What follows belongs to an exercise in optimizing a design on an open flow for small area, a short achievable clock period and few clock cycles per item; a production flow would make more cautious choices.
Where RTL was checked, it was by simulation tests only, not by an equivalence proof against the original.
The RTL of runs 1 to 3 was laid out without a check of its function.
No activity file was given, so power comes from the tool's default toggle rates.

==> flow/design.v <==
`default_nettype none
package battleship_pkg;
    localparam int BOARD_SIZE  = 10;
    localparam int COORD_W     = 4;
    localparam int NUM_SHIPS   = 5;
    localparam int SHIP_IDX_W  = 3;
    localparam int SHIP_LEN_W  = 3;
    localparam int FLEET_CELLS = 17;
    localparam int HITS_W      = 5;
    localparam logic [NUM_SHIPS*SHIP_LEN_W-1:0] SHIP_LENGTHS =
        {3'd2, 3'd3, 3'd3, 3'd4, 3'd5};
    typedef enum logic [1:0] {
        CELL_EMPTY = 2'b00,
        CELL_MISS  = 2'b01,
        CELL_HIT   = 2'b10,
        CELL_SHIP  = 2'b11
    } cell_t;
    typedef enum logic [3:0] {
        RES_PLACED,
        RES_OFF_BOARD,
        RES_OVERLAP,
        RES_WRONG_PLAYER,
        RES_MISS,
        RES_HIT,
        RES_REPEAT,
        RES_WIN,
        RES_GAME_OVER
    } result_t;
endpackage
`default_nettype wire
`timescale 1ns/100ps
`default_nettype none
module battleship (
    input  logic                                clk,
    input  logic                                reset,
    input  logic                                cmd_valid,
    output logic                                cmd_ready,
    input  logic                                player,
    input  logic                                direction,
    input  logic [battleship_pkg::COORD_W-1:0]  row,
    input  logic [battleship_pkg::COORD_W-1:0]  col,
    output logic                                result_valid,
    output battleship_pkg::result_t             result,
    output logic                                game_over,
    output logic                                winner
);
    localparam int N = battleship_pkg::BOARD_SIZE;
    function automatic logic [3:0] span_of(input int i);
        case (i)
            0: span_of = 4'd4;
            1: span_of = 4'd3;
            2: span_of = 4'd2;
            3: span_of = 4'd2;
            default: span_of = 4'd1;
        endcase
    endfunction
    function automatic logic ge4(input logic [3:0] x, input logic [3:0] t);
        logic g;
        g = x[0] | ~t[0];
        for (int b = 1; b < 4; b++)
            g = (x[b] & ~t[b]) | ((x[b] | ~t[b]) & g);
        ge4 = g;
    endfunction
    logic           place_phase;     
    logic           expected;        
    logic           act;             
    logic           game_over_q, winner_q, rv_q;
    logic [3:0]     result_q;
    logic [4:0]     idx;             
    logic [4:0]     hits0, hits1;    
    logic [N-1:0]   shot0 [0:N-1];   
    logic [N-1:0]   shot1 [0:N-1];
    logic [3:0]     sr0 [0:4];       
    logic [3:0]     sc0 [0:4];
    logic           sd0 [0:4];
    logic [3:0]     sr1 [0:4];
    logic [3:0]     sc1 [0:4];
    logic           sd1 [0:4];
    logic [3:0] ar [0:4];
    logic [3:0] ac [0:4];
    logic [3:0] er [0:4];
    logic [3:0] ec [0:4];
    logic [3:0] xr [0:3];
    logic [3:0] xc [0:3];
    logic [3:0] span;            
    logic [3:0] lim;             
    logic       last;            
    always_comb
    begin
        span = 4'd0;
        for (int i = 0; i < 5; i++)
            if (idx[i])
                span = span | span_of(i);
        lim = 4'd9 - span;
        for (int i = 0; i < 5; i++)
        begin
            ar[i] = act ? sr1[i] : sr0[i];
            ac[i] = act ? sc1[i] : sc0[i];
            er[i] = ar[i] + (((act ? sd1[i] : sd0[i])) ? 4'd0 : span_of(i));
            ec[i] = ac[i] + (((act ? sd1[i] : sd0[i])) ? span_of(i) : 4'd0);
        end
        for (int i = 0; i < 4; i++)
        begin
            xr[i] = (ar[i] > span) ? ar[i] - span : 4'd0;
            xc[i] = (ac[i] > span) ? ac[i] - span : 4'd0;
        end
        last = act ? (hits1 == 5'd16) : (hits0 == 5'd16);
    end
    logic [N-1:0] rsel, csel;
    logic         in_rng, fits;
    always_comb
        for (int i = 0; i < N; i++)
        begin
            rsel[i] = (row == 4'(i));
            csel[i] = (col == 4'(i));
        end
    assign in_rng = (row < 4'd10) && (col < 4'd10);
    assign fits   = in_rng && ge4(lim, direction ? col : row);
    logic overlap, is_ship;
    always_comb
    begin
        overlap = 1'b0;
        is_ship = 1'b0;
        for (int i = 0; i < 5; i++)
        begin
            if (ge4(row, ar[i]) && ge4(er[i], row) && ge4(col, ac[i]) && ge4(ec[i], col))
                is_ship = 1'b1;
            if (i < 4)
                if (((idx >> (i + 1)) != 5'd0) && ge4(er[i], row) && ge4(ec[i], col) &&
                    (direction ? (ge4(row, ar[i]) && ge4(col, xc[i]))
                               : (ge4(row, xr[i]) && ge4(col, ac[i]))))
                    overlap = 1'b1;
        end
    end
    logic         is_shot;
    logic [N-1:0] rv0, rv1;
    always_comb
    begin
        for (int i = 0; i < N; i++)
        begin
            rv0[i] = |(shot0[i] & csel);
            rv1[i] = |(shot1[i] & csel);
        end
        is_shot = act ? |(rv1 & rsel) : |(rv0 & rsel);
    end
    logic [3:0] res;
    logic       turn_ok, do_place, do_shot, do_hit, do_miss, do_win;
    assign turn_ok = ~game_over_q & (player == expected);
    always_comb
    begin
        res      = battleship_pkg::RES_PLACED;
        do_place = 1'b0;
        do_shot  = 1'b0;
        do_hit   = 1'b0;
        do_miss  = 1'b0;
        do_win   = 1'b0;
        if (game_over_q)
            res = battleship_pkg::RES_GAME_OVER;
        else if (player != expected)
            res = battleship_pkg::RES_WRONG_PLAYER;
        else if (place_phase)
        begin
            if (!fits)
                res = battleship_pkg::RES_OFF_BOARD;
            else if (overlap)
                res = battleship_pkg::RES_OVERLAP;
            else
            begin
                res      = battleship_pkg::RES_PLACED;
                do_place = 1'b1;
            end
        end
        else
        begin
            if (!in_rng)
                res = battleship_pkg::RES_OFF_BOARD;
            else
            begin
                do_shot = 1'b1;
                if (is_shot)
                    res = battleship_pkg::RES_REPEAT;
                else if (!is_ship)
                begin
                    res     = battleship_pkg::RES_MISS;
                    do_miss = 1'b1;
                end
                else
                begin
                    do_hit = 1'b1;
                    if (last)
                    begin
                        res    = battleship_pkg::RES_WIN;
                        do_win = 1'b1;
                    end
                    else
                        res = battleship_pkg::RES_HIT;
                end
            end
        end
    end
    logic accept;
    assign accept = cmd_valid;   
    always_ff @(posedge clk)
    begin
        if (reset)
        begin
            place_phase <= 1'b1;
            expected    <= 1'b0;
            act         <= 1'b0;
            game_over_q <= 1'b0;
            winner_q    <= 1'b0;
            rv_q        <= 1'b0;
            idx         <= 5'b00001;
            hits0       <= 5'd0;
            hits1       <= 5'd0;
        end
        else
        begin
            rv_q <= accept;
            if (accept)
            begin
                if (do_place)
                begin
                    if (idx[4])
                    begin
                        expected <= ~expected;
                        if (expected)
                        begin
                            place_phase <= 1'b0;
                            act         <= 1'b1;
                            idx         <= 5'b00000;
                        end
                        else
                        begin
                            act <= 1'b1;
                            idx <= 5'b00001;
                        end
                    end
                    else
                        idx <= {idx[3:0], 1'b0};
                end
                if (do_miss)
                begin
                    expected <= ~expected;
                    act      <= ~act;
                end
                if (do_hit)
                begin
                    if (act)
                        hits1 <= hits1 + 5'd1;
                    else
                        hits0 <= hits0 + 5'd1;
                end
                if (do_win)
                begin
                    game_over_q <= 1'b1;
                    winner_q    <= expected;
                end
            end
        end
    end
    always_ff @(posedge clk)
        result_q <= res;
    always_ff @(posedge clk)
    begin
        for (int i = 0; i < N; i++)
            for (int j = 0; j < N; j++)
            begin
                if (reset)
                begin
                    shot0[i][j] <= 1'b0;
                    shot1[i][j] <= 1'b0;
                end
                else if (accept && do_shot && rsel[i] && csel[j])
                begin
                    if (act)
                        shot1[i][j] <= 1'b1;
                    else
                        shot0[i][j] <= 1'b1;
                end
            end
    end
    always_ff @(posedge clk)
    begin
        for (int i = 0; i < 5; i++)
            if (idx[i])
            begin
                if (expected)
                begin
                    sr1[i] <= row;
                    sc1[i] <= col;
                    sd1[i] <= direction;
                end
                else
                begin
                    sr0[i] <= row;
                    sc0[i] <= col;
                    sd0[i] <= direction;
                end
            end
    end
    assign cmd_ready    = 1'b1;
    assign result_valid = rv_q;
    assign result       = battleship_pkg::result_t'(result_q);
    assign game_over    = game_over_q;
    assign winner       = winner_q;
endmodule
`default_nettype wire
==> flow/run.sh <==
#!/bin/bash
# synth_recipe.tcl (not shown) runs the flow's synth.tcl, then flattens the netlist and writes it again
# the make line also repeats each setting of config.mk as NAME=value (left out here)
make -C /OpenROAD-flow-scripts/flow DESIGN_CONFIG=/design/flow/config.mk WORK_HOME=/design/flow/orfs CLKGATE_MAP_FILE= SYNTH_SCRIPT=/design/flow/synth_recipe.tcl finish
==> flow/config.mk <==
export PLATFORM = sky130hd
export DESIGN_NAME = battleship
export DESIGN_NICKNAME = battleship
export VERILOG_FILES = /design/flow/design.v
export SDC_FILE = /design/flow/constraint.sdc
export NUM_CORES = 4
export LEC_CHECK = 0
export CAP_MARGIN = 20
export CORE_MARGIN = 2
export CORE_UTILIZATION = 40
export SLEW_MARGIN = 20
==> flow/constraint.sdc <==
create_clock -name core_clock -period 6.0 [get_ports {clk}]
set_input_delay 1.2000 -clock core_clock [delete_from_list [all_inputs] [get_ports {clk}]]
set_output_delay 1.2000 -clock core_clock [all_outputs]
set_load 0.01 [all_outputs]
==> results.cfg, run 1 <==
[status]
status = complete, no violations

[logic_synthesis]
synth_warnings = 15
synthDistinctLibCells = 83
syn_inst = 1721
synth_mux_area_share_pct = 5.91
syn_nets = 1781
ys_seq_area_share_pct = 45.7
synth-compound-area-share_pct = 20.3
syn_area_sq_um = 15800
synth_edf_count = 90
synthArstFlopShare_pct = 0
synthXorXnorAreaFrac_pct = 1.78
synthAdderAreaFrac_pct = 6.26
synth_flop_cell = dfxtp_1
syn_avg_cell_area_sq_um = 9.17
synth-simple-area-share_pct = 15.1
synth_top_family_by_area = compound AO/OA/AOI/OAI gates
ys_ff_latch = 315

[final_layout]
final_cells = 2246
syn_to_final_growth_pct = 12.2
design_area_sq_um = 17700
final_nets = 1760
num_antenna_cells = 0
drive_above_1_share_pct = 9.66
n_fill_cell = 3713
fin_util_pct = 45.6

[floorplanning]
die_h_um = 203
row_count = 72
io_pins = 21
fp.dieW_um = 203
fp.coreArea_sq_um = 38800
start_util_pct = 40.6
dieArea_sq_um = 41100

[grt]
first_global_vias = 12900
gr-total-overflow = 0
grt_pass1_wl_um = 74900
track_usage_pct = 23.4
antenna_found_initial = 0
grt_max_degree = 106

[detailed_routing]
post_drt_wl_per_cell_um = 21.5
drc = 0
vias = 13300
drt_pass1_iterations = 5
antenna_left = 0
via_per_inst = 5.91
wl_um = 48400
initialDrtViolationCount = 1439

[placed_design]
gp_congestion = 0.926
post-dp-hpwl_um = 31900
place_ws_ns = 0.843
port_buffers = 19
placed_area_sq_um = 16400
dpl.cell_count = 2179

[timing]
relSlewSlack_pct = 21.0
hold_viol = 0
rsz0062_at_grt = no
slew_viol_final = 0
layout_setup_ws_ns = 1.17
fmax_mhz = 207
final.setup.tns_ns = 0
setup_viol = 0
skew_ns = 0.0180
post-route-period-util_pct = 80.5
tightest_slew_ns = 1.18
period_needed_ns = 4.83

[setup_path]
worstPathRequired_ns = 6.47
crit_type = register to register
crit_path_end_kind = register
cp-start-kind = register
cp_max_fo = 30
worst-endpoint-arrival_ns = 5.30

[clocking]
cts_tree = done
clk_latency_ns = 0.55
clkSlewWorstSetupHoldPaths_ns = 0.06
cts_hold_buf = 0
cts_made_buffers = 37
postCtsSetupBuffers = 0
h-tree-depth = 2
numClockSinks = 315
cts_resized = 0
cts_buffer_depth = 3
root_buffer = clkbuf_16

[pwr]
power.density_nw_per_um2 = 276
peakVddDrop_mv = 0.195
power_leakage_nw = 6.26

[worst_hold_path]
hp-class = register to register

[job]
drv_cap = 0
layout by cell type (no fill, tap or decap), types with 11 or more instances in the layout:
cell             synthesis  final
a22oi_1                 25     25
clkbuf_16                0     39
a32oi_1                 15     15
and2_1                  11     11
nand2_1                 54     54
mux2_2                  21     21
o21ai_0                 49     49
a31oi_1                 17     17
edfxtp_1                90     90
inv_1                   49     49
xor2_1                  15     15
nor3_1                  25     20
nand3_1                 29     29
ha_1                    45     45
nor2_1                 276    276
maj3_1                  35     35
nor2b_1                 35     35
a21oi_1                251    251
clkdlybuf4s50_1          0     14
buf_4                    6     51
o22ai_1                 13     13
and3_1                  14     14
a22o_1                  13     13
xnor2_1                 17     17
nand2b_1                12     12
dfxtp_1                225    224
mux2i_1                 65     65
a221oi_1                15     15
path summary, 6_finish.rpt:
| path | from | end | slack, ns | cells after the start |
|---|---|---|---|---|
| worst max-delay path | act$_SDFFE_PP0P_ | hits1[4]$_SDFFE_PP0P_ | 1.17 | 14 |
| worst min-delay path | shot0[1][9]$_SDFFE_PP0P_ | shot0[1][9]$_SDFFE_PP0P_ | 0.46 | 2 |
| worst max register to register | act$_SDFFE_PP0P_ | hits1[4]$_SDFFE_PP0P_ | 1.17 | 14 |
| worst min register to register | shot0[1][9]$_SDFFE_PP0P_ | shot0[1][9]$_SDFFE_PP0P_ | 0.46 | 2 |
critical path, cell delays in order, from the launching register on:
cell,delay [ns]
dfxtp_4,0.67
mux2i_1,0.50
inv_1,0.19
ha_1,0.28
fa_1,0.48
inv_1,0.04
maj3_1,0.34
maj3_1,0.36
maj3_2,0.34
nor2_1,0.09
nand3_1,0.17
nand3_1,0.20
nand3b_2,0.31
or4_1,0.58
a21oi_1,0.16
routing by layer:
metal	global-route usage [%]	wire length, um	vias to the layer above
li1	-	-	6204
met1	30.0	20500	6384
met2	38.7	22600	553
met3	4.65	3470	134
met4	9.62	1800	0
met5	0	0	-
sequential cells by signal (all words and copies together) (netlist names), 4 cells and up:
name and cells:
sr1 20, hits1 5, sc1 20, sd0 5
sd1 5, hits0 5, sr0 20, sc0 20
result_q 4, idx 5, shot0 100, shot1 100
final cells by class:
cell class	instances	area, sq um	share of cell area (%)
flip-flops and latches	315	7210	40.7
well taps	518	648	3.66
clock inverters	17	209	1.18
multi-input cells	1227	7820	44.2
inverters	50	188	1.06
clock buffers	50	1070	6.05
repair buffers	69	549	3.10
cell usage after synthesis (all sizes together) (11+ instances only):
cell,n,share of area (%)
a21oi,251,8.0
a221oi,15,0.83
a22o,13,0.72
a22oi,25,1.2
a31oi,17,0.67
a32oi,15,0.83
and2,12,0.49
and3,14,0.55
buf,43,1.7
clkbuf,86,2.0
dfxtp,225,29
edfxtp,90,17
ha,45,3.6
inv,49,1.2
maj3,38,2.4
mux2,21,1.5
mux2i,65,4.1
nand2,54,1.3
nand2b,12,0.48
nand3,29,0.92
nor2,277,6.6
nor2b,35,1.4
nor3,25,0.79
o21ai,49,1.6
o22ai,13,0.52
o31ai,11,0.61
xnor2,17,0.94
xor2,15,0.83
cell families after synthesis:
| group | Yosys count |
|---|---|
| AOI/OAI and AO/OA | 508 |
| other | 1 |
| muxes | 88 |
| buffers and inverters | 179 |
| xor gates and xnor gates | 32 |
| adders and majority gates | 85 |
| DFF | 315 |
| and+or+nand+nor | 513 |
where the power goes:
part | switching (mW) | leakage, nW | internal, mW
clock | 0.918 | 0.626 | 1.43
combinational | 0.229 | 3.00 | 0.106
sequential | 0.00273 | 2.64 | 2.19
total | 1.15 | 6.26 | 3.73
per-stage QoR:
step	total power [mW]	hold WS, ns
finish	4.88	0.456
global route	5.04	0.477
CTS	4.93	0.462
detailed placement	2.57	0.448
global placement	2.56	0.443
floorplan	2.46	0.429
==> run 2: changes to the inputs <==
--- a/flow/config.mk
+++ b/flow/config.mk
@@ -9,3 +9,4 @@
 export CORE_MARGIN = 2
 export CORE_UTILIZATION = 40
+export SETUP_SLACK_MARGIN = 3.5
 export SLEW_MARGIN = 20
==> run 2 against run 1 <==
Net effect: sequential share of layout area decreased by 6.0 points; hold slack worse by 0.018 ns; still clean; critical path type unchanged; global-route usage increased by 3.7 points; sequential power barely moved; die area stayed put; largest cell class unchanged; worst setup slack gained 1.1 ns; flip-flop and latch count stayed put; fmax grew 31%.
==> results.cfg, run 2 <==
[status]
status = complete, no violations

[logic_synthesis]
syn_nets = 1781
synthDistinctLibCells = 83
synth_warnings = 15
syn_inst = 1721
synthArstFlopShare_pct = 0
synth_flop_cell = dfxtp_1
netlist_top_cells_area = dfxtp_1, edfxtp_1, a21oi_1
ys_ff_latch = 315
synth_edf_count = 90
ys_seq_area_share_pct = 45.7
yosysMostFrequentCell = nor2_1
syn_avg_cell_area_sq_um = 9.17
syn_area_sq_um = 15800
yosysTopAreaCellShare_pct = 28.5
yosys-top-cells-count = nor2_1, a21oi_1, dfxtp_1, edfxtp_1, clkbuf_1
netlist.top_cell.by_area = dfxtp_1

[timing]
slew_viol_final = 0
skew_ns = 0.0294
period_needed_ns = 3.70
hold_slack_ns = 0.438
final.setup.tns_ns = 0
relSlewSlack_pct = 28.0
tightest_slew_ns = 1.08
fmax_mhz = 270
post-route-period-util_pct = 61.6
hold_viol = 0
rsz0062_at_grt = yes
setup_viol = 0

[pwr]
peakVddDrop_mv = 0.236
power_leakage_nw = 7.37
power.density_nw_per_um2 = 235

[final_layout]
top_regs = shot0: 100 flops, shot1: 100 flops
drive_above_1_share_pct = 26.8
syn_to_final_growth_pct = 31.5
final_common_cell = nor2_1
num_antenna_cells = 0
final_cell_mix = nor2_1, dfxtp_1, a21oi_1
final_nets = 1893
n_fill_cell = 3367

[clocking]
clkSlewWorstSetupHoldPaths_ns = 0.06
numClockSinks = 315
cts_made_buffers = 36
cts_tree = done
clk_latency_ns = 0.55
cts_buffer_depth = 3
h-tree-depth = 2
root_buffer = clkbuf_16

[floorplanning]
fp.dieW_um = 203
die_h_um = 203
io_pins = 21
dieArea_sq_um = 41100
row_count = 72
start_util_pct = 40.6
fp.coreArea_sq_um = 38800

[setup_path]
crit_chain = buf_12, mux2i_4, inv_2, ha_4, fa_1, inv_1, maj3_2, maj3_2, maj3_2, nor2_2, nand3_2, nand3_4, nand3b_4, buf_6, or3b_1, a21oi_1
worstPathRequired_ns = 6.46
worst-r2r-cell-count = 16
reg2reg_slack_ns = 2.30
crit_path_top_delay_cell = fa_1
r2r_start = act$_SDFFE_PP0P_
cpPeakStageDelay_ns = 0.48
cp_max_fo = 7
critPathTopFamily = adder cells
crit_path_end_kind = register
cpMostUsedCell = maj3_2
r2r-end = hits0[1]$_SDFFE_PP0P_
path_buf_inv = 4
worst-endpoint-arrival_ns = 4.15
cp-start-kind = register
crit_type = register to register

[placed_design]
gp_congestion = 0.912
port_buffers = 19
post-dp-hpwl_um = 32000

[grt]
grt_max_degree = 123
grt_pass1_wl_um = 85800
track_usage_pct = 27.1
gr-total-overflow = 0
first_global_vias = 14100
antenna_found_initial = 0

[detailed_routing]
wl_um = 57100
post_drt_wl_per_cell_um = 24.0
drt_pass1_iterations = 9
initialDrtViolationCount = 1753
via_per_inst = 6.15
drc = 0
vias = 14600
antenna_left = 0

[worst_hold_path]
min_from = game_over_q$_SDFFE_PP0P_
hold_path_depth = 0
min_to = result_q[3]$_SDFF_PP1_
hp-class = register to register

[job]
drv_cap = 0
[run 2: cell counts after synthesis]
Identical to the previous run, type by type.
[run 2: metrics by stage]
stage	util, %	setup slack (ns)	instances	power [mW]	cell area (sq um)
4_1_cts	51.8	2.31	2344	4.85	20100
5_1_grt	53.4	2.16	2379	5.02	20700
6_report	53.4	2.30	2379	4.88	20700
3_3_place_gp	42.7	1.18	2162	2.56	16600
2_1_floorplan	-	1.80	1721	2.47	16400
3_5_place_dp	42.7	1.12	2162	2.57	16600
[run 2: what timing repair did]
action / 4_1_cts / 5_1_grt
pin swaps: 45 / 29
setup endpoints to repair: 229 / 222
gates resized for setup: 256 / 76
hold buffers: 0 / 0
cloned: 23 / 3
setup buffers: 93 / 32
[run 2: kinds of logic after synthesis]
group,Yosys count,synth area share (%)
XOR/XNOR,32,1.78
multiplexers,88,5.91
adder cells (fa/ha/maj),85,6.26
buffers and inverters,179,4.92
flip-flops,315,45.7
AO/OA/AOI/OAI,508,20.3
AND/OR/NAND/NOR,513,15.1
other,1,0.0238
[run 2: layout make-up]
type,instances,area [sq um],share of cell area (%)
multi-input cells,1239,9160,44.2
flip-flops and latches,315,7220,34.8
repair buffers,191,2340,11.3
clock buffers,52,1020,4.93
well taps,518,648,3.12
inverters,50,203,0.977
clock inverters,14,158,0.760
[run 2: per-layer routing]
| layer | wire [um] | global-route usage, % | vias to the layer above |
|---|---|---|---|
| met2 | 25600 | 42.8 | 806 |
| met4 | 3640 | 14.9 | 0 |
| li1 | - | - | 6526 |
| met3 | 5180 | 5.28 | 286 |
| met5 | 0 | 0.714 | - |
| met1 | 22700 | 35.0 | 7009 |
[run 2: power by group]
part,leakage (nW),switching [mW],internal (mW),total (mW)
Clock,0.581,0.903,1.32,2.22
Sequential,2.64,0.00414,2.19,2.20
Combinational,4.15,0.280,0.182,0.462
Total,7.37,1.19,3.70,4.88
[run 2: worst max path at each step]
stage,slack (ns),to,cells past startpoint,startpoint
2_1_floorplan,1.80,hits1[4]$_SDFFE_PP0P_,21,act$_SDFFE_PP0P_
3_3_place_gp,1.18,hits1[3]$_SDFFE_PP0P_,12,col[0]
3_5_place_dp,1.12,hits1[3]$_SDFFE_PP0P_,12,col[1]
4_1_cts,2.31,hits0[1]$_SDFFE_PP0P_,16,act$_SDFFE_PP0P_
5_1_grt,2.16,hits1[0]$_SDFFE_PP0P_,16,act$_SDFFE_PP0P_
6_report,2.30,hits0[1]$_SDFFE_PP0P_,16,act$_SDFFE_PP0P_
[run 2: worst reg2reg max path, cell delays in order, from the launching register on]
cell	delay, ns
dfxtp_4	0.38
buf_12	0.15
mux2i_4	0.25
inv_2	0.09
ha_4	0.16
fa_1	0.48
inv_1	0.05
maj3_2	0.30
maj3_2	0.31
maj3_2	0.33
nor2_2	0.11
nand3_2	0.12
nand3_4	0.14
nand3b_4	0.14
buf_6	0.15
or3b_1	0.34
a21oi_1	0.12
==> run 3: changes to the inputs <==
--- a/flow/design.v
+++ b/flow/design.v
@@ -77,13 +77,10 @@
     logic [3:0]     sc1 [0:4];
     logic           sd1 [0:4];
-    logic [3:0] ar [0:4];
-    logic [3:0] ac [0:4];
-    logic [3:0] er [0:4];
-    logic [3:0] ec [0:4];
-    logic [3:0] xr [0:3];
-    logic [3:0] xc [0:3];
     logic [3:0] span;            
     logic [3:0] lim;             
     logic       last;            
+    logic [4:0] valid;           
+    logic [N-1:0] mr [0:4];
+    logic [N-1:0] mc [0:4];
     always_comb
     begin
@@ -93,17 +90,32 @@
                 span = span | span_of(i);
         lim = 4'd9 - span;
+        last = act ? (hits1 == 5'd16) : (hits0 == 5'd16);
+        for (int i = 0; i < 5; i++)
+            valid[i] = ~place_phase | ((idx >> (i + 1)) != 5'd0);
         for (int i = 0; i < 5; i++)
         begin
-            ar[i] = act ? sr1[i] : sr0[i];
-            ac[i] = act ? sc1[i] : sc0[i];
-            er[i] = ar[i] + (((act ? sd1[i] : sd0[i])) ? 4'd0 : span_of(i));
-            ec[i] = ac[i] + (((act ? sd1[i] : sd0[i])) ? span_of(i) : 4'd0);
-        end
-        for (int i = 0; i < 4; i++)
-        begin
-            xr[i] = (ar[i] > span) ? ar[i] - span : 4'd0;
-            xc[i] = (ac[i] > span) ? ac[i] - span : 4'd0;
+            logic [3:0]   r, c;
+            logic         d;
+            logic [N-1:0] ro, co;
+            r = act ? sr1[i] : sr0[i];
+            c = act ? sc1[i] : sc0[i];
+            d = act ? sd1[i] : sd0[i];
+            for (int k = 0; k < N; k++)
+            begin
+                ro[k] = (r == 4'(k));
+                co[k] = (c == 4'(k));
+            end
+            for (int k = 0; k < N; k++)
+            begin
+                mr[i][k] = ro[k];
+                mc[i][k] = co[k];
+                for (int j = 1; j <= int'(span_of(i)); j++)
+                    if (k - j >= 0)
+                    begin
+                        mr[i][k] = mr[i][k] | (~d & ro[k - j]);
+                        mc[i][k] = mc[i][k] | (d & co[k - j]);
+                    end
+            end
         end
-        last = act ? (hits1 == 5'd16) : (hits0 == 5'd16);
     end
     logic [N-1:0] rsel, csel;
@@ -117,20 +129,27 @@
     assign in_rng = (row < 4'd10) && (col < 4'd10);
     assign fits   = in_rng && ge4(lim, direction ? col : row);
-    logic overlap, is_ship;
+    logic [N-1:0] nr, nc;
     always_comb
-    begin
-        overlap = 1'b0;
-        is_ship = 1'b0;
-        for (int i = 0; i < 5; i++)
+        for (int k = 0; k < N; k++)
         begin
-            if (ge4(row, ar[i]) && ge4(er[i], row) && ge4(col, ac[i]) && ge4(ec[i], col))
-                is_ship = 1'b1;
-            if (i < 4)
-                if (((idx >> (i + 1)) != 5'd0) && ge4(er[i], row) && ge4(ec[i], col) &&
-                    (direction ? (ge4(row, ar[i]) && ge4(col, xc[i]))
-                               : (ge4(row, xr[i]) && ge4(col, ac[i]))))
-                    overlap = 1'b1;
+            nr[k] = rsel[k];
+            nc[k] = csel[k];
+            for (int j = 1; j <= 4; j++)
+                if (k - j >= 0)
+                begin
+                    nr[k] = nr[k] | (~direction & (span >= 4'(j)) & rsel[k - j]);
+                    nc[k] = nc[k] | (direction & (span >= 4'(j)) & csel[k - j]);
+                end
         end
+    logic probe, overlap, is_ship;
+    always_comb
+    begin
+        probe = 1'b0;
+        for (int i = 0; i < 5; i++)
+            if (valid[i] && ((nr & mr[i]) != '0) && ((nc & mc[i]) != '0))
+                probe = 1'b1;
     end
+    assign overlap = probe;
+    assign is_ship = probe;
     logic         is_shot;
     logic [N-1:0] rv0, rv1;
==> run 3 against run 2 <==
Net effect: highest routed layer unchanged; critical path depth down 1; largest power group unchanged; clock power rose by 3%; final cell count grew 2.4%; via count increased by 6.8%; still clean on timing, DRC and antenna; flip-flop and latch count unchanged; wire length up 9.1%; sequential power is essentially flat.
==> results.cfg, run 3 <==
[detailed_routing]
post_drt_wl_per_cell_um = 25.6
vias = 15600
via_per_inst = 6.41
antenna_left = 0
drc = 0
initialDrtViolationCount = 1939
wl_um = 62300
drt_pass1_iterations = 6

[pwr]
swShare_pct = 24.5
switching_power_mw = 1.20
power_leakage_nw = 7.23
power_frac_seq_pct = 44.7
power.density_nw_per_um2 = 235
clockPowerShare_pct = 46.7
peakVddDrop_mv = 0.245
internal_power_mw = 3.71
pwr-share-comb_pct = 8.6

[timing]
relSlewSlack_pct = 24.1
fmax_mhz = 250
hold_viol = 0
post-route-period-util_pct = 66.7
layout_setup_ws_ns = 2.00
rsz0062_at_grt = yes
skew_ns = 0.0188
period_needed_ns = 4.00
tightest_slew_ns = 1.14
final.setup.tns_ns = 0
setup_viol = 0
hold_slack_ns = 0.417
slew_viol_final = 0

[worst_hold_path]
hp-class = register to register
min_to = result_q[3]$_SDFF_PP1_
hold_path_depth = 0
min_from = game_over_q$_SDFFE_PP0P_

[logic_synthesis]
ys_ff_latch = 315
syn_avg_cell_area_sq_um = 8.91
synth_flop_cell = dfxtp_1
synthArstFlopShare_pct = 0
synth_warnings = 11
synth_mux_area_share_pct = 6.82
yosysMostFrequentCell = nor2_1
synth_edf_count = 90
synth-compound-area-share_pct = 24.4
netlist_top_cells_area = dfxtp_1, edfxtp_1, a21oi_1
ys_seq_area_share_pct = 45.5
synthXorXnorAreaFrac_pct = 0.0553
syn_area_sq_um = 15800
netlist.top_cell.by_area = dfxtp_1
syn_inst = 1777
syn_nets = 1795
yosysTopAreaCellShare_pct = 28.4
synthAdderAreaFrac_pct = 0.584
synthDistinctLibCells = 97
synth_top_family_by_area = compound AO/OA/AOI/OAI gates
yosys-top-cells-count = nor2_1, a21oi_1, dfxtp_1, edfxtp_1, nand2_1
synth-simple-area-share_pct = 18.2

[final_layout]
final_nets = 1909
final_common_cell = nor2_1
top_regs = shot0: 100 flops, shot1: 100 flops
n_fill_cell = 3367
drive_above_1_share_pct = 29.2
design_area_sq_um = 20900
syn_to_final_growth_pct = 31.8
final_cell_mix = nor2_1, dfxtp_1, a21oi_1
num_antenna_cells = 0

[clocking]
clkSlewWorstSetupHoldPaths_ns = 0.06
numClockSinks = 315
h-tree-depth = 2
cts_made_buffers = 37
cts_buffer_depth = 3
root_buffer = clkbuf_16
clk_latency_ns = 0.55
cts_tree = done

[grt]
track_usage_pct = 28.9
gr-total-overflow = 0
grt_pass1_wl_um = 90900
grt_max_degree = 132
antenna_found_initial = 0
first_global_vias = 14800

[placed_design]
gp_congestion = 0.942
place_ws_ns = 0.657
port_buffers = 19
post-dp-hpwl_um = 37000
placed_area_sq_um = 16600

[setup_path]
crit_chain = buf_12, buf_4, nor2b_2, nand3_1, o32ai_2, nor2_2, o32ai_2, nor4b_4, buf_4, o311ai_4, a2111oi_4, buf_6, buf_6, or4b_1, a21oi_1
worst-endpoint-arrival_ns = 4.46
crit_path_top_delay_cell = or4b_1
crit_type = input pin to register
startpoint = row[2]
cp_max_fo = 8
reg2reg_slack_ns = 2.02
worstPathRequired_ns = 6.46
cp-start-kind = input pin
r2r_start = idx[3]$_SDFFE_PP0P_
r2r-end = hits0[2]$_SDFFE_PP0P_
worst-r2r-cell-count = 14
cpPeakStageDelay_ns = 0.49
crit_path_end_kind = register

[floorplanning]
fp.coreArea_sq_um = 38800
io_pins = 21
fp.dieW_um = 203
dieArea_sq_um = 41200
die_h_um = 203
start_util_pct = 40.8
row_count = 72

[job]
drv_cap = 0

[status]
status = complete, no violations
-- run 3: cell types whose count changed after synthesis, moves of 19 or more --
cell and delta:
o32ai_1 +19, mux2_2 +25, o22ai_1 +19, ha_1 -40, inv_1 -29, nand2_1 +30
maj3_1 -32, nor2_1 +33
-- run 3: cells by family after synthesis --
group | count (synthesis)
AND/OR/NAND/NOR | 611
AO/OA/AOI/OAI | 586
flip-flops | 315
buffers and inverters | 156
multiplexers | 99
adder cells (fa/ha/maj) | 8
other | 1
XOR/XNOR | 1
-- run 3: critical path: cells and delay by family --
kind	cells	cell delay, ns
AO/OA/AOI/OAI	5	1.16
buffers and inverters	5	0.65
AND/OR/NAND/NOR	5	1.43
-- run 3: how the worst max path moves through the flow --
stage / endpoint / slack [ns] / cells past startpoint
2_1_floorplan: idx[0]$_SDFFE_PP1P_ / 2.04 / 11
3_3_place_gp: hits0[2]$_SDFFE_PP0P_ / 0.33 / 12
3_5_place_dp: hits0[4]$_SDFFE_PP0P_ / 0.66 / 12
4_1_cts: hits0[2]$_SDFFE_PP0P_ / 2.08 / 15
5_1_grt: hits0[1]$_SDFFE_PP0P_ / 1.92 / 15
6_report: hits0[1]$_SDFFE_PP0P_ / 2.00 / 15
-- run 3: area by class of cell --
type                            instances  area [sq um]  share of cell area (%)
Sequential cell                       315          7230                    34.6
Multi-Input combinational cell       1312          9260                    44.3
Timing Repair Buffer                  201          2400                    11.5
Tap cell                              518           648                    3.10
Inverter                               24          97.6                   0.467
Clock inverter                         17           196                   0.941
Clock buffer                           49          1050                    5.04
-- run 3: per-stage QoR --
| stage | total power [mW] | util, % | std cells |
|---|---|---|---|
| finish | 4.91 | 53.8 | 2436 |
| global route | 5.04 | 53.8 | 2436 |
| floorplan | 2.44 | - | 1777 |
| CTS | 4.90 | 51.0 | 2401 |
| detailed placement | 2.56 | 42.7 | 2229 |
| global placement | 2.56 | 42.7 | 2229 |
-- run 3: layer usage --
| metal | up-vias | GRT usage, % | wire length [um] |
|---|---|---|---|
| li1 | 6877 | - | - |
| met1 | 7584 | 37.7 | 24400 |
| met2 | 910 | 46.3 | 28100 |
| met3 | 246 | 5.38 | 6320 |
| met4 | 0 | 13.9 | 3470 |
| met5 | - | 0 | 0 |
-- run 3: what timing repair did --
action,CTS,global route
pin swaps,53,59
gates cloned,21,4
hold buffers,0,0
resized for setup,236,170
buffers inserted,85,30
endpoints found under the setup margin,230,222
-- run 3: power by group through the flow --
stage	Combinational, mW	Clock (mW)	Sequential, mW
6_report	0.421	2.29	2.20
5_1_grt	0.434	2.41	2.20
4_1_cts	0.382	2.32	2.20
3_5_place_dp	0.313	0	2.25
3_3_place_gp	0.313	0	2.25
2_1_floorplan	0.196	0	2.25
==> run 4: changes to the inputs <==
--- a/flow/design.v
+++ b/flow/design.v
@@ -80,4 +80,5 @@
     logic [3:0] lim;             
     logic       last;            
+    logic [4:1] sg;
     logic [4:0] valid;           
     logic [N-1:0] mr [0:4];
@@ -90,4 +91,8 @@
                 span = span | span_of(i);
         lim = 4'd9 - span;
+        sg[1] = |idx;
+        sg[2] = |idx[3:0];
+        sg[3] = |idx[1:0];
+        sg[4] = idx[0];
         last = act ? (hits1 == 5'd16) : (hits0 == 5'd16);
         for (int i = 0; i < 5; i++)
@@ -138,6 +143,6 @@
                 if (k - j >= 0)
                 begin
-                    nr[k] = nr[k] | (~direction & (span >= 4'(j)) & rsel[k - j]);
-                    nc[k] = nc[k] | (direction & (span >= 4'(j)) & csel[k - j]);
+                    nr[k] = nr[k] | (~direction & sg[j] & rsel[k - j]);
+                    nc[k] = nc[k] | (direction & sg[j] & csel[k - j]);
                 end
         end
--- a/flow/config.mk
+++ b/flow/config.mk
@@ -9,4 +9,4 @@
 export CORE_MARGIN = 2
 export CORE_UTILIZATION = 40
-export SETUP_SLACK_MARGIN = 3.5
+export SETUP_SLACK_MARGIN = 2.5
 export SLEW_MARGIN = 20
==> run 4 against run 3 <==
Net effect: hold slack improved by 0.046 ns; synthesized cell count decreased by 0.73%; critical path depth increased by 1; still clean on timing, DRC and antenna; worst setup slack improved by 0.36 ns; power decreased by 1.2%; flip-flop and latch count unchanged.
==> results.cfg, run 4 <==
[logic_synthesis]
syn_avg_cell_area_sq_um = 8.95
synth_top_family_by_area = compound AO/OA/AOI/OAI gates
synth_mux_area_share_pct = 6.13
synthXorXnorAreaFrac_pct = 0.111
netlist_top_cells_area = dfxtp_1, edfxtp_1, a21oi_1
synth-simple-area-share_pct = 19.1
yosysMostFrequentCell = nor2_1
synthArstFlopShare_pct = 0
syn_area_sq_um = 15800
yosys-top-cells-count = nor2_1, a21oi_1, dfxtp_1, edfxtp_1
syn_nets = 1780
yosysTopAreaCellShare_pct = 28.5
synth_edf_count = 90
synthAdderAreaFrac_pct = 0.301
synthDistinctLibCells = 99
ys_seq_area_share_pct = 45.6
synth_flop_cell = dfxtp_1
syn_inst = 1764
synth_warnings = 11
ys_ff_latch = 315
netlist.top_cell.by_area = dfxtp_1
synth-compound-area-share_pct = 24.3

[final_layout]
top_regs = shot0: 100 flops, shot1: 100 flops
final_nets = 1865
design_area_sq_um = 20000
drive_above_1_share_pct = 22.7
final_common_cell = nor2_1
num_antenna_cells = 0
n_fill_cell = 3539
final_cell_mix = nor2_1, a21oi_1, dfxtp_1
syn_to_final_growth_pct = 26.4

[placed_design]
port_buffers = 19
post-dp-hpwl_um = 36800
placed_area_sq_um = 16700
gp_congestion = 0.959

[grt]
first_global_vias = 14200
antenna_found_initial = 0
gr-total-overflow = 0
grt_pass1_wl_um = 87400
grt_max_degree = 81
track_usage_pct = 27.5

[timing]
relSlewSlack_pct = 21.4
tightest_slew_ns = 1.17
slew_viol_final = 0
final.setup.tns_ns = 0
hold_viol = 0
fmax_mhz = 274
period_needed_ns = 3.64
rsz0062_at_grt = yes
post-route-period-util_pct = 60.7
setup_viol = 0
skew_ns = 0.0284

[setup_path]
cp-start-kind = input pin
reg2reg_slack_ns = 2.47
crit_chain = buf_16, buf_16, buf_8, or4b_4, o22ai_4, a211oi_4, buf_4, a21oi_2, o211ai_1, nand4_1, a32oi_4, buf_12, a2111oi_4, buf_6, nor3b_2, a31o_2
worstPathRequired_ns = 6.44
crit_path_top_delay_cell = or4b_4
crit_type = input pin to register
cpPeakStageDelay_ns = 0.57
worst-endpoint-arrival_ns = 4.08
crit_path_end_kind = register
cpMostUsedCell = buf_16
cp_max_fo = 8

[floorplanning]
fp.dieW_um = 203
start_util_pct = 40.7
io_pins = 21
fp.coreArea_sq_um = 38800
dieArea_sq_um = 41100
die_h_um = 203
row_count = 72

[status]
status = complete, no violations

[detailed_routing]
antenna_left = 0
initialDrtViolationCount = 1665
vias = 15100
via_per_inst = 6.32
drc = 0
post_drt_wl_per_cell_um = 24.2
wl_um = 58000
drt_pass1_iterations = 8

[pwr]
internal_power_mw = 3.63
clockPowerShare_pct = 45.1
peakVddDrop_mv = 0.195
power_leakage_nw = 6.98
swShare_pct = 25.3
switching_power_mw = 1.23
power_frac_seq_pct = 45.5
pwr-share-comb_pct = 9.4
power.density_nw_per_um2 = 243

[clocking]
root_buffer = clkbuf_16
cts_buffer_depth = 3
clkSlewWorstSetupHoldPaths_ns = 0.06
clk_latency_ns = 0.56
cts_hold_buf = 0
numClockSinks = 315
cts_made_buffers = 36
cts_tree = done
h-tree-depth = 2

[job]
drv_cap = 0

[worst_hold_path]
hp-class = register to register
run 4: cell type report:
| cell class | instances | area, sq um | area share, % |
|---|---|---|---|
| multi-input combinational | 1291 | 8930 | 44.8 |
| sequential | 315 | 7220 | 36.1 |
| inverter | 32 | 121 | 0.608 |
| clock buffer | 50 | 1020 | 5.13 |
| clock inverter | 14 | 163 | 0.815 |
| timing repair buffer | 173 | 1860 | 9.30 |
| tap | 518 | 648 | 3.25 |
run 4: path summary, 6_finish.rpt:
path | to | from | depth (start not counted)
min | shot0[4][8]$_SDFFE_PP0P_ | shot0[4][8]$_SDFFE_PP0P_ | 2
min reg2reg | shot0[4][8]$_SDFFE_PP0P_ | shot0[4][8]$_SDFFE_PP0P_ | 2
max reg2reg | hits0[1]$_SDFFE_PP0P_ | act$_SDFFE_PP0P_ | 14
max | hits0[1]$_SDFFE_PP0P_ | col[1] | 16
run 4: repair_timing:
action / 4_1_cts / 5_1_grt
gates cloned: 7 / 1
buffers inserted: 61 / 24
pin swaps: 55 / 22
setup endpoints to repair: 216 / 22
hold endpoints to repair: 0 / 0
resized for setup: 204 / 69
run 4: power by group through the flow:
stage          clock, mW  sequential (mW)  combinational (mW)
6_report            2.19             2.21               0.456
5_1_grt             2.30             2.21               0.472
4_1_cts             2.22             2.21               0.418
3_5_place_dp           0             2.25               0.327
3_3_place_gp           0             2.25               0.327
2_1_floorplan          0             2.25               0.210
run 4: per-layer routing:
metal	vias to the layer above	global-route usage (%)	share of wire, %	routed length [um]
li1	6798	-	-	-
met1	7371	36.4	41	24000
met3	199	4.77	8.3	4830
met4	0	11.1	4.3	2470
met2	761	44.7	46	26700
met5	-	0	0	0
run 4: cells by family (layout without fill, tap and decap cells):
logic type / after synthesis / after routing
AOI/OAI and AO/OA: 573 / 573
xor gates and xnor gates: 2 / 2
adders and majority gates: 4 / 4
buffers and inverters: 159 / 269
DFF: 315 / 315
muxes: 94 / 94
other: 1 / 1
and+or+nand+nor: 616 / 617
run 4: worst max-delay path: cells and delay by family:
kind,cells,cell delay [ns]
AOI/OAI and AO/OA,7,1.13
buffers and inverters,6,0.92
and+or+nand+nor,3,0.83
run 4: through the flow:
stage	worst slack (ns)	std cells	util, %	power (mW)	hold slack, ns
floorplan	2.20	1764	-	2.46	0.428
global placement	0.470	2235	43.1	2.58	0.441
detailed placement	0.506	2235	43.1	2.58	0.449
CTS	2.44	2367	50.1	4.84	0.465
global route	2.27	2393	51.4	4.98	0.479
finish	2.36	2393	51.4	4.85	0.463
Testbench counts of run 4, summed over its fixed seeds: cycles 2,309, commands 2,269.
==> run 5: changes to the inputs <==
--- a/flow/config.mk
+++ b/flow/config.mk
@@ -8,5 +8,5 @@
 export CAP_MARGIN = 20
 export CORE_MARGIN = 2
-export CORE_UTILIZATION = 40
-export SETUP_SLACK_MARGIN = 2.5
+export CORE_UTILIZATION = 60
+export SETUP_SLACK_MARGIN = 3.0
 export SLEW_MARGIN = 20
==> run 5 against run 4 <==
Net effect: die area decreased by 33%; sequential share of layout area fell by 0.93 points; sequential power about the same; power is 1.3% lower; flip-flop and latch count stayed put; first-iteration DRC count is 49% higher; wire length is 4.6% higher; fmax rose by 2.2%; via count increased by 6.1%; count of clock-buffer cells in the layout decreased by 12; critical endpoint unchanged; largest cell class unchanged; largest power group unchanged; highest routed layer unchanged.
==> results.cfg, run 5 <==
[floorplanning]
fp.coreArea_sq_um = 26000
io_pins = 21
fp.dieW_um = 166
start_util_pct = 60.8
dieArea_sq_um = 27600
die_h_um = 166
row_count = 59

[setup_path]
worst-endpoint-arrival_ns = 4.05
crit_type = input pin to register
worstPathRequired_ns = 6.48
crit_path_end_kind = register
cp-start-kind = input pin
cp_max_fo = 16

[clocking]
cts_tree = done
h-tree-depth = 1
clk_latency_ns = 0.59
numClockSinks = 315
cts_buffer_depth = 3
cts_hold_buf = 0
cts_made_buffers = 31
root_buffer = clkbuf_16
clkSlewWorstSetupHoldPaths_ns = 0.06

[detailed_routing]
post_drt_wl_per_cell_um = 26.8
wl_um = 60700
initialDrtViolationCount = 2486
antenna_left = 0
drc = 0
drt_pass1_iterations = 8
vias = 16000
via_per_inst = 7.09

[placed_design]
gp_congestion = 0.986
post-dp-hpwl_um = 34700
port_buffers = 19

[final_layout]
final_nets = 1920
regArea_sq_um = 7220
multi_input_area_sq_um = 9040
final_cell_mix = nor2_1, a21oi_1, dfxtp_1
fin_util_pct = 78.8
n_fill_cell = 1659
drive_above_1_share_pct = 25.4
final_common_cell = nor2_1
num_antenna_cells = 0
top_regs = shot0: 100 flops, shot1: 100 flops
syn_to_final_growth_pct = 29.7

[logic_synthesis]
ys_seq_area_share_pct = 45.6
syn_avg_cell_area_sq_um = 8.95
syn_nets = 1780
yosysMostFrequentCell = nor2_1
synthArstFlopShare_pct = 0
netlist.top_cell.by_area = dfxtp_1
synth_edf_count = 90
synth_top_family_by_area = compound AO/OA/AOI/OAI gates
ys_ff_latch = 315
synth-compound-area-share_pct = 24.3
yosysTopAreaCellShare_pct = 28.5
synth_warnings = 11
synth-simple-area-share_pct = 19.1
synthXorXnorAreaFrac_pct = 0.111
yosys-top-cells-count = nor2_1, a21oi_1, dfxtp_1, edfxtp_1
syn_inst = 1764
syn_area_sq_um = 15800
synthAdderAreaFrac_pct = 0.301
netlist_top_cells_area = dfxtp_1, edfxtp_1, a21oi_1
synthDistinctLibCells = 99
synth_flop_cell = dfxtp_1
synth_mux_area_share_pct = 6.13

[timing]
setup_viol = 0
period_needed_ns = 3.57
skew_ns = 0.0269
hold_viol = 0
final.setup.tns_ns = 0
fmax_mhz = 280
slew_viol_final = 0
relSlewSlack_pct = 27.0
tightest_slew_ns = 1.09
rsz0062_at_grt = yes
post-route-period-util_pct = 59.4

[pwr]
switching_power_mw = 1.17
swShare_pct = 24.5
pwr-share-comb_pct = 10.6
power_leakage_nw = 7.36
peakVddDrop_mv = 0.314
clockPowerShare_pct = 43.4
power_frac_seq_pct = 46.0
power.density_nw_per_um2 = 234
internal_power_mw = 3.62

[job]
drv_cap = 0

[worst_hold_path]
hp-class = register to register

[grt]
antenna_found_initial = 0
grt_pass1_wl_um = 85700
first_global_vias = 14500
gr-total-overflow = 0
track_usage_pct = 39.6
grt_max_degree = 122

[status]
status = complete, no violations
run 5: cell types whose count changed in the layout (fill, tap and decap cells not counted), sizes merged:
cell / before / now
inv: 31 / 30
clkbuf: 51 / 47
clkinv: 12 / 10
bufbuf: 4 / 5
nor3: 48 / 49
buf: 159 / 207
clkinvlp: 2 / 6
bufinv: 1 / 5
nor2: 298 / 300
run 5: layout make-up:
cell class	instances	share of cell area (%)
flip-flops and latches	315	35.2
clock inverters	19	1.09
clock buffers	38	4.17
inverters	32	0.605
multi-input cells	1294	44.1
well taps	335	2.05
repair buffers	230	12.7
run 5: kinds of logic (layout without fill, tap and decap cells):
family,count (synthesis),count (layout)
simple gates,616,620
compound gates,573,573
flops,315,315
buf+inv,159,319
mux,94,94
fa+ha+maj,4,4
xor+xnor,2,2
other cells,1,1
run 5: worst paths after layout:
kind / startpoint / endpoint / slack, ns / depth (start not counted)
worst max-delay path: direction / hits0[1]$_SDFFE_PP0P_ / 2.43 / 14
worst max register to register: idx[4]$_SDFFE_PP0P_ / hits0[1]$_SDFFE_PP0P_ / 2.44 / 13
worst min-delay path: shot0[4][8]$_SDFFE_PP0P_ / shot0[4][8]$_SDFFE_PP0P_ / 0.47 / 2
worst min register to register: shot0[4][8]$_SDFFE_PP0P_ / shot0[4][8]$_SDFFE_PP0P_ / 0.47 / 2
run 5: per-layer routing:
layer,up-vias,track usage (%),wire length (um)
met2,1201,62.1,26500
met1,7602,51.0,22200
met5,-,0,0
li1,6897,-,-
met4,0,24.4,5030
met3,345,7.48,6970
run 5: power by group through the flow:
stage               Clock (mW)  Combinational [mW]  Sequential, mW
global placement             0               0.323            2.25
floorplan                    0               0.213            2.25
CTS                       2.06               0.428            2.20
detailed placement           0               0.324            2.25
finish                    2.08               0.508            2.20
global route              2.16               0.518            2.20
run 5: metrics by stage:
| stage | cells | power (mW) | hold slack (ns) | worst slack, ns | area [sq um] |
|---|---|---|---|---|---|
| after global routing | 2263 | 4.88 | 0.481 | 2.32 | 20500 |
| after global placement | 2054 | 2.57 | 0.441 | 0.644 | 16500 |
| after CTS | 2210 | 4.69 | 0.466 | 2.55 | 19500 |
| after detailed placement | 2054 | 2.57 | 0.450 | 0.574 | 16500 |
| after floorplan | 1764 | 2.46 | 0.428 | 2.20 | 16200 |
| final | 2263 | 4.79 | 0.466 | 2.43 | 20500 |
run 5: critical path, stage by stage:
cell	delay (ns)
buf_8	0.17
inv_1	0.15
a21oi_4	0.48
a211oi_2	0.18
buf_6	0.18
a211oi_2	0.25
o31a_1	0.23
a2bb2oi_4	0.20
a311oi_4	0.05
buf_6	0.16
a2111oi_4	0.28
buf_4	0.20
nor3b_2	0.05
a31o_2	0.24
run 5: timing repair:
action                                  4_1_cts  5_1_grt
resized for setup                           237       88
cloned                                       10       11
endpoints found under the hold margin         0        0
endpoints found under the setup margin      222      131
pin swaps                                    51       36
buffers inserted                             89       41

[separate check: timing with driven ports]
The flow's constraints put no driver on any port. The routed layouts listed below were extracted and timed again, unchanged, in two steps. Step 1 sets driving cells, clkbuf_16 on the clock port and buf_2 on the other inputs (assumed; they add their load-dependent delay and slew). Step 2, shift: input delay + t, output delay - t, t = (earliest + latest rising clock arrival at the registers) / 2. This alone moves slack from input paths to output paths. a / b / c = ideal ports / drivers / drivers and shift; a / b = the first two.
| run | t, ns | slack for setup (ns) | worst setup path after step 2 | slew at the worst register clock pin (ns) |
|---|---|---|---|---|
| run 1 | 0.598 | 1.169 / 1.169 / 0.684 | input to register | 0.06 / 0.06 |
| run 2 | 0.595 | 2.303 / 2.303 / 1.754 | input to register | 0.07 / 0.07 |
| run 3 | 0.593 | 1.997 / 1.976 / 1.383 | input to register | 0.06 / 0.06 |
| run 4 | 0.599 | 2.355 / 2.206 / 1.607 | input to register | 0.06 / 0.06 |
| run 5 | 0.622 | 2.433 / 2.272 / 1.650 | input to register | 0.07 / 0.07 |
After both steps setup and hold are still met in every run listed. For run 5, which loses most, drivers alone change the setup slack by -0.161 ns; drivers and shift together by -0.783 ns.
